What follows belongs to an exercise in optimizing a design on an open flow for small area, a short achievable clock period and few clock cycles; a production flow would make more cautious choices. The RTL of this run was laid out without a check of its function. No activity file was given, so power comes from the tool's default toggle rates.

[flow/flow/run.sh]
#!/bin/bash
set -euo pipefail
export BUFFER_PORTS_ARGS="-buffer_cell sky130_fd_sc_hd__buf_2"
bash standard.sh > standard.log 2>&1
[flow/config.mk]
export PLATFORM = sky130hd
export DESIGN_NAME = pcm_frame_to_s16_stereo_mono
export DESIGN_NICKNAME = pcm_frame_to_s16_stereo_mono
export VERILOG_FILES = /design/flow/design.v
export SDC_FILE = /design/flow/constraint.sdc
export NUM_CORES = 4
export LEC_CHECK = 0
export CAP_MARGIN = 20
export CORE_MARGIN = 2
export CORE_UTILIZATION = 40
export CTS_BUF_LIST = sky130_fd_sc_hd__clkbuf_8
export CTS_CLUSTER_SIZE = 30
export PLACE_DENSITY = 0.6
export SETUP_SLACK_MARGIN = 2.5
export SLEW_MARGIN = 20
[flow/standard.sh]
#!/bin/bash
# synth_recipe.tcl (not shown) runs the flow's synth.tcl, then flattens the netlist and writes it again
# the make line also repeats each setting of config.mk as NAME=value (left out here)
make -C /OpenROAD-flow-scripts/flow DESIGN_CONFIG=/design/flow/config.mk WORK_HOME=/design/flow/orfs CLKGATE_MAP_FILE= SYNTH_SCRIPT=/design/flow/synth_recipe.tcl "${@:-finish}"
[flow/constraint.sdc]
create_clock -name core_clock -period 6.5 [get_ports {clk_i}]
set_input_delay 1.3000 -clock core_clock [delete_from_list [all_inputs] [get_ports {clk_i}]]
set_output_delay 1.3000 -clock core_clock [all_outputs]
set_load 0.01 [all_outputs]
[flow/design.v]
package pfs_pkg;
  localparam int unsigned SAMPLE_W = 32;
  localparam int unsigned PCM16_W  = 16;
  localparam int unsigned MONO_W   = 32;
  localparam int unsigned LVL_W    = 33;
  localparam int unsigned APB_AW = 3;
  localparam int unsigned APB_DW = 32;
  localparam int unsigned FMT_W  = 3;
  localparam logic REG_FORMAT = 1'b0;
  localparam logic REG_STEREO = 1'b1;
  localparam logic [FMT_W-1:0] FMT_FLOAT32 = 3'd0;
  localparam logic [FMT_W-1:0] FMT_PCM8    = 3'd1;
  localparam logic [FMT_W-1:0] FMT_PCM16   = 3'd2;
  localparam logic [FMT_W-1:0] FMT_PCM24   = 3'd3;
  localparam logic [FMT_W-1:0] FMT_PCM32   = 3'd4;
  localparam logic signed [LVL_W-1:0] LVL_ONE     = {2'b01, 31'b0};
  localparam logic signed [LVL_W-1:0] LVL_NEG_ONE = {2'b11, 31'b0};
  typedef logic signed [LVL_W-1:0] level_t;
endpackage
module pfs_lane (
  input  logic [pfs_pkg::SAMPLE_W-1:0] word_i,
  input  logic [pfs_pkg::FMT_W-1:0]    fmt_i,
  input  logic                         zero_i,
  output logic [32:0]                  x_o,
  output logic                         s_o
);
  logic [7:0]  ex;
  logic        nan, big, inr, is_flt, is_pcm;
  logic [31:0] fmag, pl;
  logic [1:0]  bsh;
  logic [32:0] y;
  always_comb begin
    ex   = word_i[30:23];
    nan  = (&ex) && (|word_i[22:0]);
    big  = ex[7] || (&ex[6:0]);
    inr  = (ex[7:5] == 3'b011);
    fmag = {1'b1, word_i[22:0], 8'b0} >> (~ex[4:0]);
    bsh  = {fmt_i[1] ^ fmt_i[0], fmt_i[0]};
    pl   = word_i << {bsh, 3'b000};
    pl[31] = pl[31] ^ (fmt_i == pfs_pkg::FMT_PCM8);
    is_flt = !zero_i && (fmt_i == pfs_pkg::FMT_FLOAT32);
    is_pcm = !zero_i && (fmt_i == pfs_pkg::FMT_PCM8  || fmt_i == pfs_pkg::FMT_PCM16 ||
                         fmt_i == pfs_pkg::FMT_PCM24 || fmt_i == pfs_pkg::FMT_PCM32);
    s_o  = (fmt_i == pfs_pkg::FMT_FLOAT32) && word_i[31];
    if (is_flt)      y = {1'b0, big && !nan, (inr && !big) ? fmag[30:0] : 31'b0};
    else if (is_pcm) y = {pl[31], pl};
    else             y = '0;
    x_o = y ^ {33{s_o}};
  end
endmodule
module pfs_s16_step (
  input  logic [32:0] x_i,
  input  logic        s_i,
  output logic [2:0]  k_o
);
  logic [14:0] u, v;
  logic        gt, lt, eq, c, anz, a15, dec, k2, k1, km, x0;
  always_comb begin
    u   = x_i[15:1];
    v   = x_i[30:16];
    gt  = u > v;
    lt  = u < v;
    eq  = !gt && !lt;
    c   = s_i ? (lt || (eq && !x_i[0] && x_i[15])) : (gt || (eq && x_i[0] && !x_i[15]));
    anz = s_i ? (x_i[31:16] != 16'hFFFF) : (x_i[31:16] != 16'h0000);
    a15 = x_i[31] ^ s_i;
    dec = a15 || (!c && anz);
    k2  = s_i ? dec  : (x_i[32] & c);
    k1  = s_i ? !dec : (x_i[32] & !c);
    km  = !s_i & !x_i[32] & dec;
    x0  = x_i[16];
    k_o = {k1 | km, k2 | (k1 & x0), km & !x0};
  end
endmodule
module pfs_s16 (
  input  logic [15:0]                        x_i,
  input  logic [2:0]                         k_i,
  output logic signed [pfs_pkg::PCM16_W-1:0] pcm16_o
);
  logic [15:0] pu, pd, flip;
  always_comb begin
    pu[1] = 1'b1;
    pd[1] = 1'b1;
    for (int i = 2; i < 16; i++) begin
      pu[i] = pu[i-1] & x_i[i-1];
      pd[i] = pd[i-1] & !x_i[i-1];
    end
    flip[0] = k_i[2];
    for (int i = 1; i < 16; i++) flip[i] = (pu[i] & k_i[1]) | (pd[i] & k_i[0]);
    pcm16_o = x_i ^ flip;
  end
endmodule
module pfs_add #(parameter int N = 33) (
  input  logic [N-1:0] a_i,
  input  logic [N-1:0] b_i,
  input  logic         cin_i,
  output logic [N-1:0] sum_o,
  output logic         gtop_o    
);
  logic [N-1:0] p, g, gp, pp;
  always_comb begin
    p  = a_i ^ b_i;
    g  = a_i & b_i;
    gp = g;
    pp = p;
    for (int l = 0; (1 << l) < N; l++)
      for (int i = (2 << l) - 1; i < N; i += (2 << l)) begin
        gp[i] = gp[i] | (pp[i] & gp[i - (1 << l)]);
        pp[i] = pp[i] & pp[i - (1 << l)];
      end
    for (int l = 5; l >= 0; l--)
      if ((1 << l) < N)
        for (int i = (3 << l) - 1; i < N; i += (2 << l)) begin
          gp[i] = gp[i] | (pp[i] & gp[i - (1 << l)]);
          pp[i] = pp[i] & pp[i - (1 << l)];
        end
    sum_o[0] = p[0] ^ cin_i;
    for (int i = 1; i < N; i++) sum_o[i] = p[i] ^ (gp[i-1] | (pp[i-1] & cin_i));
    gtop_o = gp[N-2];
  end
endmodule
module pfs_merge (
  input  logic [32:0]                        xl_i,
  input  logic                               sl_i,
  input  logic [32:0]                        xr_i,
  input  logic                               sr_i,
  input  logic                               st_i,     
  output logic signed [pfs_pkg::MONO_W-1:0]  mono_o
);
  logic [33:0] xl, xr, sv, cv;
  logic [32:0] q;
  logic        gtop, neg, cin, sat, sr;
  always_comb begin
    xl = {xl_i[32], xl_i};
    xr = st_i ? {xr_i[32], xr_i} : xl;
    sr = st_i ? sr_i : sl_i;
    sv = xl ^ xr ^ {33'b0, sl_i};
    cv = {(xl[32:0] & xr[32:0]) | {32'b0, (xl[0] ^ xr[0]) & sl_i}, sr};
  end
  pfs_add #(33) u_add (.a_i(sv[33:1]), .b_i(cv[33:1]), .cin_i(cin), .sum_o(q), .gtop_o(gtop));
  always_comb begin
    neg = sv[33] ^ cv[33] ^ gtop;
    cin = (sv[0] & cv[0]) | ((sv[0] ^ cv[0]) & neg);
    sat = !xl[32] && xl[31] && !sl_i && !xr[32] && xr[31] && !sr;
    mono_o = sat ? 32'h7FFF_FFFF : q[31:0];
  end
endmodule
module pcm_frame_to_s16_stereo_mono (
  input  logic                              clk_i,
  input  logic                              rst_ni,
  input  logic                              in_valid,
  output logic                              in_ready,
  input  logic [pfs_pkg::SAMPLE_W-1:0]      in_left_sample,
  input  logic [pfs_pkg::SAMPLE_W-1:0]      in_right_sample,
  input  logic                              in_silent,
  input  logic                              in_end_of_packet,
  output logic                              out_valid,
  input  logic                              out_ready,
  output logic signed [pfs_pkg::PCM16_W-1:0] out_left_pcm16,
  output logic signed [pfs_pkg::PCM16_W-1:0] out_right_pcm16,
  output logic signed [pfs_pkg::MONO_W-1:0]  out_mono_level,
  output logic                              out_last_of_packet,
  input  logic                              psel,
  input  logic                              penable,
  input  logic                              pwrite,
  input  logic [pfs_pkg::APB_AW-1:0]        paddr,
  input  logic [pfs_pkg::APB_DW-1:0]        pwdata,
  output logic [pfs_pkg::APB_DW-1:0]        prdata,
  output logic                              pready
);
  logic [pfs_pkg::FMT_W-1:0] fmt_q;
  logic             stereo_q;
  logic             v1_q, v2_q, rdy1, rdy2;
  logic [32:0]      xl, xr, xl_q, xr_q;
  logic             sl, sr, sl_q, sr_q;
  logic [2:0]       kl, kr;
  logic             last1_q, last2_q;
  logic             st1_q, st2_q;
  logic signed [pfs_pkg::PCM16_W-1:0] l16_d, r16_d, l16_q, r16_q;
  logic signed [pfs_pkg::MONO_W-1:0]  mono_d, mono_q;
  assign pready = 1'b1;
  always_ff @(posedge clk_i or negedge rst_ni) begin
    if (!rst_ni) begin
      fmt_q    <= pfs_pkg::FMT_FLOAT32;
      stereo_q <= 1'b1;
    end else if (psel && penable && pwrite) begin
      if (paddr[2]) stereo_q <= pwdata[0];
      else          fmt_q    <= pwdata[pfs_pkg::FMT_W-1:0];
    end
  end
  assign prdata = paddr[2] ? {{(pfs_pkg::APB_DW-1){1'b0}}, stereo_q}
                           : {{(pfs_pkg::APB_DW-pfs_pkg::FMT_W){1'b0}}, fmt_q};
  pfs_lane u_lane_l (.word_i(in_left_sample),  .fmt_i(fmt_q), .zero_i(in_silent), .x_o(xl), .s_o(sl));
  pfs_lane u_lane_r (.word_i(in_right_sample), .fmt_i(fmt_q), .zero_i(in_silent), .x_o(xr), .s_o(sr));
  assign rdy2     = !v2_q || out_ready;
  assign rdy1     = !v1_q || rdy2;
  assign in_ready = rdy1;
  always_ff @(posedge clk_i or negedge rst_ni) begin
    if (!rst_ni) begin
      v1_q <= 1'b0;
      v2_q <= 1'b0;
    end else begin
      if (rdy1) v1_q <= in_valid;
      if (rdy2) v2_q <= v1_q;
    end
  end
  always_ff @(posedge clk_i) begin
    if (rdy1) begin
      xl_q    <= xl;
      sl_q    <= sl;
      xr_q    <= xr;
      sr_q    <= sr;
      last1_q <= in_end_of_packet;
      st1_q   <= stereo_q;
    end
  end
  pfs_s16_step u_step_l (.x_i(xl_q), .s_i(sl_q), .k_o(kl));
  pfs_s16_step u_step_r (.x_i(xr_q), .s_i(sr_q), .k_o(kr));
  pfs_s16 u_s16_l (.x_i(xl_q[31:16]), .k_i(kl), .pcm16_o(l16_d));
  pfs_s16 u_s16_r (.x_i(xr_q[31:16]), .k_i(kr), .pcm16_o(r16_d));
  pfs_merge u_merge (
    .xl_i  (xl_q),
    .sl_i  (sl_q),
    .xr_i  (xr_q),
    .sr_i  (sr_q),
    .st_i  (st1_q),
    .mono_o(mono_d)
  );
  always_ff @(posedge clk_i) begin
    if (rdy2) begin
      l16_q   <= l16_d;
      r16_q   <= r16_d;
      mono_q  <= mono_d;
      last2_q <= last1_q;
      st2_q   <= st1_q;
    end
  end
  assign out_valid          = v2_q;
  assign out_left_pcm16     = l16_q;
  assign out_right_pcm16    = st2_q ? r16_q : l16_q;
  assign out_mono_level     = mono_q;
  assign out_last_of_packet = last2_q;
endmodule
==> results.cfg <==
[pwr]
vdd_ir_drop_max_uv = 170
leakage_nw = 6.27
powerDensity_nw_per_um2 = 343

[clock_tree]
cts_buffers = 17
clk_path_buf_depth = 2
clkTransAtPathRegs_ps = 80
clock-sinks = 142
clkLatencyLatePin_ps = 470
cts_tree = yes
root_buffer = clkbuf_8
cts_hold_buffers = 0
htree_levels = 4

[global_routing]
grt_usage = 0.235
overflow = 0
grt_pass1_vias = 11300
grt_start_max_net_pins = 69
grt_first_pass_wirelength_microns = 66100
antenna_found_initial = 0

[synth]
avgSynthCellArea_sq_um = 9.30
netlist_instances = 1508
ys_seq_elements = 142
yosys_warnings = 6
async_flop_share = 0.0423
synth_top_family_by_area = compound AO/OA/AOI/OAI gates
ys_seq_area_frac = 0.302
synth_mux_area_frac = 0.154
synth_area_leader_cell = edfxtp_1
synthTopCellsByArea = edfxtp_1 (29%), ha_1 (8.8%), xnor2_1 (6.2%)
synth_ff_type = edfxtp_1
synth-compound-area-share = 0.182
synth_cell_types = 77
synth-xor-area-share = 0.0687
synth-simple-area-share = 0.146
synth_fa_ha_area_frac = 0.0912
synth_area_sq_um = 14000
synth_edf_count = 136
netlist.area_leader.share = 0.291

[placed_design]
io_buffers = 146
place_congestion = 0.990
dpl.hpwl_microns = 33500
place_ws_ps = 1670
place_area_sq_um = 15000

[floorplan]
start_util = 0.406
ios = 208
die-area_sq_um = 36600
die_x_microns = 191
core-area_sq_um = 34500
die_y_microns = 191
rows = 68

[timing]
final.setup.worst_slack_ps = 2480
rsz0062_at_grt = yes
finalSetupViolations = 0
final_max_slew_viol_count = 0
period_minus_slack_ps = 4020
relSlewSlack = 0.256
skew_ps = 12.4
fin_setup_tns_ps = 0
hold_viol_final = 0
worst_pin_slew_ps = 1120
max_freq_mhz = 249
finalCritPeriodShare = 0.618

[job]
drv_cap = 0

[detailed_routing]
vias = 12400
ant_nets = 0
viasPerCell = 5.92
drt_iter0_markers = 1036
drt-total-wl_microns = 43900
wl_per_cell_microns = 21.0
firstDrtPassIters = 5
drc_errors = 0

[finish]
nFillCells = 3334
layout_commonest_cell = nand2_1
final_nets = 1831
design_area_sq_um = 16000
drive_gt1_frac = 0.237
synthToLayoutAreaGrowth_pct = 14.0
finish.utilization = 0.463
insertedDiodeCount = 0
final_cell_mix = nand2_1 (162), buf_2 (146), edfxtp_1 (136)

[worst_setup_path]
path_cells = nand2_1 -> o21ai_0 -> ha_1 -> ha_1 -> a21o_1 -> a31o_4 -> a311o_1 -> buf_4 -> a211oi_4 -> a211oi_4 -> buf_4 -> o2111ai_2 -> nand2_2 -> mux2i_1 -> a31o_2
arrival_ps = 4240
regToRegSetupSlack_ps = 2480
critical_path_class = reg -> reg
max_stage_delay_ps = 570
crit_buf_inv = 2
cp-start-kind = register
worstPathMaxFanout = 10
worst_path_max_delay_cell = edfxtp_1
crit_family = compound AO/OA/AOI/OAI gates
critPathRequiredTime_ps = 6720
endpoint_kind = register

[hold_path]
hold_class = reg -> reg

[outcome]
outcome = finished clean
-- flip-flops by register name, summed over array words and instances, names as in the netlist --
name,cells
xl_q,33
sr_q,1
last1_q,1
v1_q,1
last2_q,1
xr_q,33
sl_q,1
st2_q,1
stereo_q,1
fmt_q,3
l16_q,16
r16_q,16
v2_q,1
st1_q,1
mono_q,32
-- report_power, final --
group / internal [W] / total (W) / switching (W)
Combinational: 0.00132 / 0.00305 / 0.00173
Clock: 0.000386 / 0.000738 / 0.000353
Sequential: 0.00143 / 0.00169 / 0.000266
-- path summary, 6_finish.rpt --
check                                        start                        to  cells after the start
worst max-delay path            xr_q[20]$_DFFE_PP_  mono_q[15]$_SDFFCE_PP1P_                     15
min in group asynchronous                   rst_ni          v1_q$_DFFE_PN0P_                      1
worst min register to register   last1_q$_DFFE_PP_         last2_q$_DFFE_PP_                      0
max in group asynchronous                   rst_ni      stereo_q$_DFFE_PN1P_                      1
worst min-delay path             last1_q$_DFFE_PP_         last2_q$_DFFE_PP_                      0
worst max register to register  xr_q[20]$_DFFE_PP_  mono_q[15]$_SDFFCE_PP1P_                     15
-- routing by layer --
layer / global-route usage / vias up / routed length, microns
met5: 0 / - / 0
met4: 0.0964 / 0 / 1670
met3: 0.0213 / 75 / 2660
met2: 0.366 / 571 / 20000
met1: 0.333 / 5833 / 19600
li1: - / 5885 / -
-- per-stage QoR --
step	total power (W)	hold slack [ps]	cells
floorplan	0.00359	400	1536
global placement	0.00439	403	2035
detailed placement	0.00442	419	2035
CTS	0.00530	440	2079
global route	0.00588	453	2090
finish	0.00548	436	2090
-- Yosys cell counts (all sizes together) (6+ instances only) --
library cell / count
nor2: 56
o21a: 7
nor4: 22
nor2b: 22
mux2: 64
buf: 48
mux2i: 70
mux4: 33
a22oi: 36
a21o: 21
and3: 11
nand3: 43
o211ai: 16
ha: 99
edfxtp: 136
a211oi: 23
a21oi: 77
xor2: 10
a311o: 6
nand2: 164
a32oi: 14
a31oi: 18
inv: 58
nand2b: 15
o21ai: 111
nand4: 19
xnor2: 100
o22ai: 22
or3: 11
clkbuf: 69
nor3: 29
-- worst register-to-register path: cells and delay by family, from the launching register on --
kind / cells / cell delay (ps)
mux: 1 / 140
flops: 1 / 570
simple gates: 2 / 260
fa+ha+maj: 2 / 700
compound gates: 8 / 1780
buf+inv: 2 / 350
-- cell families (layout without fill, tap and decap cells) --
| logic type | after synthesis | count (layout) |
|---|---|---|
| and+or+nand+nor | 417 | 417 |
| AOI/OAI and AO/OA | 393 | 394 |
| buffers and inverters | 176 | 274 |
| muxes | 167 | 167 |
| DFF | 142 | 142 |
| xor gates and xnor gates | 110 | 110 |
| adders and majority gates | 101 | 101 |
| other | 2 | 30 |
-- repair_timing --
| action | 4_1_cts | 5_1_grt |
|---|---|---|
| gates resized for setup | 36 | 47 |
| pin swaps | 10 | 16 |
| buffers inserted | 12 | 10 |
| endpoints found under the setup margin | 32 | 33 |
| cloned | 0 | 1 |
-- area by class of cell --
cell class	instances	area, sq um	share of cell area
Multi-Input combinational cell	1219	9500	0.594
Sequential cell	142	4240	0.265
Timing Repair Buffer	183	1050	0.0656
Tap cell	455	569	0.0356
Clock buffer	17	234	0.0146
Inverter	59	221	0.0138
Clock inverter	15	183	0.0114

[static timing again, ports no longer ideal]
The results above use ideal ports. As a check the final layout listed here was re-extracted and re-timed, cells and wires unchanged.
Step 1 assumes that a clkbuf_16 drives the clock port and a buf_2 every other input.
Step 2 moves the port delays by t, midway between the first and last clock arrival at a register: inputs arrive t later, outputs are due t later. That takes back most of the time a late clock gives input paths.
Three values: no drivers, after step 1, after step 2; two values: the first two.
t (ns): 0.506
slack for setup (ns): 2.484 / 2.484 / 2.211
worst setup path after step 2: input to register
worst register clock-pin slew, ns: 0.08 / 0.08
After both steps setup and hold are still met in this run. The setup slack of this run moves by 0.000 ns with the drivers and by -0.273 ns with both steps.
